What follows belongs to an exercise in optimizing a design on an open flow for small area, a short achievable clock period and few clock cycles per item; a production flow would make more cautious choices. Power and IR drop assume default switching activity.

ember:
Design fixed_step_accumulator, start of the top module:
module fixed_step_accumulator (
   input  logic                                 clock,
   input  logic                                 reset,
   input  logic                                 req_valid,
   output logic                                 req_ready,
   input  logic                                 req_operation,
   input  logic signed [fsa_pkg::ELAPSED_WIDTH-1:0] req_elapsed,
   output logic                                 rsp_valid,
   input  logic                                 rsp_ready,
   output logic [fsa_pkg::STEP_LIM_WIDTH-1:0]   rsp_step_count,
   output logic                                 rsp_dropped,
   output logic [fsa_pkg::BLEND_WIDTH-1:0]      rsp_blend_fraction,
   output logic [fsa_pkg::COUNT_WIDTH-1:0]      rsp_drop_count,
   output logic [fsa_pkg::DROP_TIME_WIDTH-1:0]  rsp_dropped_time,
   output logic [fsa_pkg::COUNT_WIDTH-1:0]      rsp_total_steps,
   input  logic                                 csr_valid,
   output logic                                 csr_ready,
   input  logic [fsa_pkg::CSR_INDEX_WIDTH-1:0]  csr_index,
   input  logic [fsa_pkg::CSR_DATA_WIDTH-1:0]   csr_data
);
==> flow/config.mk <==
export PLATFORM = sky130hd
export DESIGN_NAME = fixed_step_accumulator
export DESIGN_NICKNAME = fixed_step_accumulator
export VERILOG_FILES = /design/flow/design.v
export SDC_FILE = /design/flow/constraint.sdc
export NUM_CORES = 4
export LEC_CHECK = 0
export CAP_MARGIN = 20
export CORE_MARGIN = 2
export CORE_UTILIZATION = 40
export SLEW_MARGIN = 20
==> flow/constraint.sdc <==
create_clock -name core_clock -period 10.0 [get_ports {clock}]
set_input_delay 2.0000 -clock core_clock [delete_from_list [all_inputs] [get_ports {clock}]]
set_output_delay 2.0000 -clock core_clock [all_outputs]
set_load 0.01 [all_outputs]
standard.sh (not shown) runs the stock make flow with config.mk's settings and CLKGATE_MAP_FILE= SYNTH_SCRIPT=/design/flow/synth_recipe.tcl, a recipe that flattens the netlist after the stock synthesis.
==> flow/flow/run.sh <==
#!/bin/bash
set -euo pipefail
bash standard.sh SETUP_SLACK_MARGIN=6 finish > standard_make.log 2>&1
Setup changes, ember to cedar
--- a/flow/design.v
+++ b/flow/design.v
@@ -88,23 +88,20 @@
    localparam logic [2:0] ST_DROP = 3'd4;
    logic [STEP_LEN_WIDTH-1:0] step_ff;
    logic [STEP_LIM_WIDTH-1:0] limit_ff;
    logic [25:0]               step3_ff;      
    logic [STEP_LEN_WIDTH-1:0] csr_len;
    logic [STEP_LIM_WIDTH-1:0] csr_lim;
    logic [REM_WIDTH-1:0]       rem_ff;
    logic [DROP_TIME_WIDTH-1:0] disc_ff;
    logic [COUNT_WIDTH-1:0]     drops_ff;
    logic [COUNT_WIDTH-1:0]     total_ff;
-   logic        buf_ff;
-   logic        bop_ff;
-   logic [30:0] bel_ff;
    logic [2:0]    st_ff;
    logic [CW-1:0] cnt_ff;
    logic          first_ff;
    logic [31:0]   rw_ff;       
    logic [QW-1:0] qs_ff;       
    logic          tight_ff;
    logic          int_ff;      
    logic          dc_ff;       
    logic                      rsp_valid_ff;
    logic [STEP_LIM_WIDTH-1:0] out_steps_ff;
@@ -189,42 +186,44 @@
       end
    end
    logic [QW-1:0] qs_nx;
    logic [15:0]   bl_nx;
    assign qs_nx = {qs_ff[QW-1-BPC:0], digs};
    assign bl_nx = {out_blend_ff[15-BPC:0], digs};
    logic adv;
    logic fin;
    logic emit;
    logic start;
+   logic req_clear;
    logic drop;
    logic dchk;
    logic int_last;
    logic frac_last;
    logic drop_last;
    assign adv       = !(rsp_valid_ff && !rsp_ready);
    assign int_last  = (st_ff == ST_INT) && (cnt_ff == '0);
    assign frac_last = (st_ff == ST_FRAC) && (cnt_ff == '0);
    assign drop_last = (st_ff == ST_DROP) && (cnt_ff == '0);
    assign dchk      = (st_ff == ST_FRAC) && first_ff;
    logic [31:0] dcmp_s;
    logic        rw_ge_s;
    fsa_bk_add #(.N(32)) u_dcmp (
       .a(rw_ff), .b(~{7'd0, step_ff}), .cin(1'b1), .s(dcmp_s), .cout(rw_ge_s)
    );
    assign drop      = tight_ff && rw_ge_s;
    assign fin       = (st_ff == ST_CLR) || frac_last || drop_last;
    assign emit      = fin && adv;
-   assign start     = buf_ff && ((st_ff == ST_IDLE) || emit);
-   assign req_ready = !buf_ff;
+   assign req_ready = (st_ff == ST_IDLE) || (fin && !rsp_valid_ff);
+   assign start     = req_valid && req_ready;
+   assign req_clear    = req_operation;
    logic [31:0] a_sum;
-   assign a_sum = 32'(rem_ff) + 32'(bel_ff);
+   assign a_sum = 32'(rem_ff) + (req_elapsed[31] ? 32'd0 : {1'b0, req_elapsed[30:0]});
    logic [31:0]   rw_ld;
    logic [QW-1:0] qs_ld;
    always_comb begin
       rw_ld  = a_sum;
       qs_ld  = '0;
       for (int c = 1; c <= NIC; c++) begin
          if (nbc == 3'(c)) begin
             rw_ld  = a_sum >> (c * BPC);
             qs_ld  = QW'(a_sum) << (QW - c * BPC);
          end
@@ -244,50 +243,39 @@
       end
    end
    logic [25:0] step3;
    logic        step3_co;
    fsa_bk_add #(.N(26)) u_step3 (
       .a({1'b0, step_ff}), .b({step_ff, 1'b0}), .cin(1'b0), .s(step3), .cout(step3_co)
    );
    always_ff @(posedge clock) begin
       step3_ff <= step3;
    end
-   always_ff @(posedge clock) begin
-      if (reset) begin
-         buf_ff <= 1'b0;
-      end else if (req_valid && !buf_ff) begin
-         buf_ff <= 1'b1;
-         bop_ff <= req_operation;
-         bel_ff <= req_elapsed[31] ? 31'd0 : req_elapsed[30:0];
-      end else if (start) begin
-         buf_ff <= 1'b0;
-      end
-   end
    logic [16:0] dpart;
    logic [15:0] lpart;
    assign lpart = dchk ? rw_ff[15:0] : (cnt_ff == CW'(1)) ? rw_ff[31:16] : 16'd0;
    fsa_bk_add #(.N(16)) u_dpart (
       .a(disc_ff[15:0]), .b(lpart), .cin(dc_ff && !dchk),
       .s(dpart[15:0]), .cout(dpart[16])
    );
    logic [COUNT_WIDTH-1:0] tsum;
    logic                   tsum_co;
    fsa_bk_add #(.N(COUNT_WIDTH)) u_tsum (
       .a(total_ff), .b({24'd0, out_steps_ff}), .cin(1'b0), .s(tsum), .cout(tsum_co)
    );
    always_ff @(posedge clock) begin
       if (reset) begin
          st_ff  <= ST_IDLE;
          int_ff <= 1'b0;
       end else if (start) begin
-         st_ff    <= bop_ff ? ST_CLR : ST_INT;
-         int_ff   <= !bop_ff;
+         st_ff    <= req_clear ? ST_CLR : ST_INT;
+         int_ff   <= !req_clear;
          cnt_ff   <= CW'(nbc - 3'd1);
          rw_ff    <= rw_ld;
          qs_ff    <= qs_ld;
          tight_ff <= 1'b1;
       end else if (adv) begin
          unique case (st_ff)
             ST_INT: begin
                rw_ff    <= r_s[J];
                qs_ff    <= qs_nx;
                tight_ff <= t_s[J];
@@ -331,21 +319,21 @@
       end
    end
    always_ff @(posedge clock) begin
       if (reset) begin
          rem_ff       <= '0;
          disc_ff      <= '0;
          drops_ff     <= '0;
          total_ff     <= '0;
          rsp_valid_ff <= 1'b0;
       end else begin
-         if (start && bop_ff) begin
+         if (start && req_clear) begin
             rem_ff <= '0;
          end
          if (adv && int_last) begin
             out_steps_ff <= 8'(qs_nx);
          end
          if (adv && (st_ff == ST_FRAC)) begin
             out_blend_ff <= bl_nx;
          end
          if (adv && dchk) begin
             rem_ff <= drop ? '0 : rw_ff[REM_WIDTH-1:0];
Results
Minimum clock period in cedar vs ember: up 0.37 ns
| count of standard-cell rows | lower: cedar |
[compare] base=ember new=cedar: count of cells along the worst register-to-register path fell by 6, post-cts gate resize count rose by about 220%, power per standard cell area fell by about 12%.
Looking at type of the setup path with the least slack, the reg -> reg result is from ember; the in -> reg one comes from cedar.
No functional check of the RTL was part of any run of this note.

-- re-timing with driven ports --
The results above use ideal ports. As a check the final layouts listed here were re-extracted and re-timed, cells and wires unchanged. Step 1 (the two cells are an assumption about what drives the block):
set clk [get_ports {clock}]
set_driving_cell -lib_cell sky130_fd_sc_hd__clkbuf_16 $clk
set_driving_cell -lib_cell sky130_fd_sc_hd__buf_2 [delete_from_list [all_inputs] $clk]
Step 2, shift: input delay + t, output delay - t, t = (earliest + latest rising clock arrival at the registers) / 2. This alone moves slack from input paths to output paths. a / b / c = no drivers / after step 1 / after step 2; a / b = the first two.
| run | t, ns | setup slack, ns | worst setup path after step 2 | clock arrival spread, ns | slew at the worst register clock pin (ns) |
|---|---|---|---|---|---|
| ember | 0.610 | 5.938 / 5.938 / 5.569 | input to register | 0.021 / 0.022 | 0.07 / 0.07 |
| cedar | 0.612 | 5.571 / 5.580 / 4.968 | input to register | 0.026 / 0.026 | 0.06 / 0.06 |
After both steps setup and hold are still met in every run listed. For cedar, which loses most, drivers alone change the setup slack by +0.009 ns; drivers and shift together by -0.603 ns.
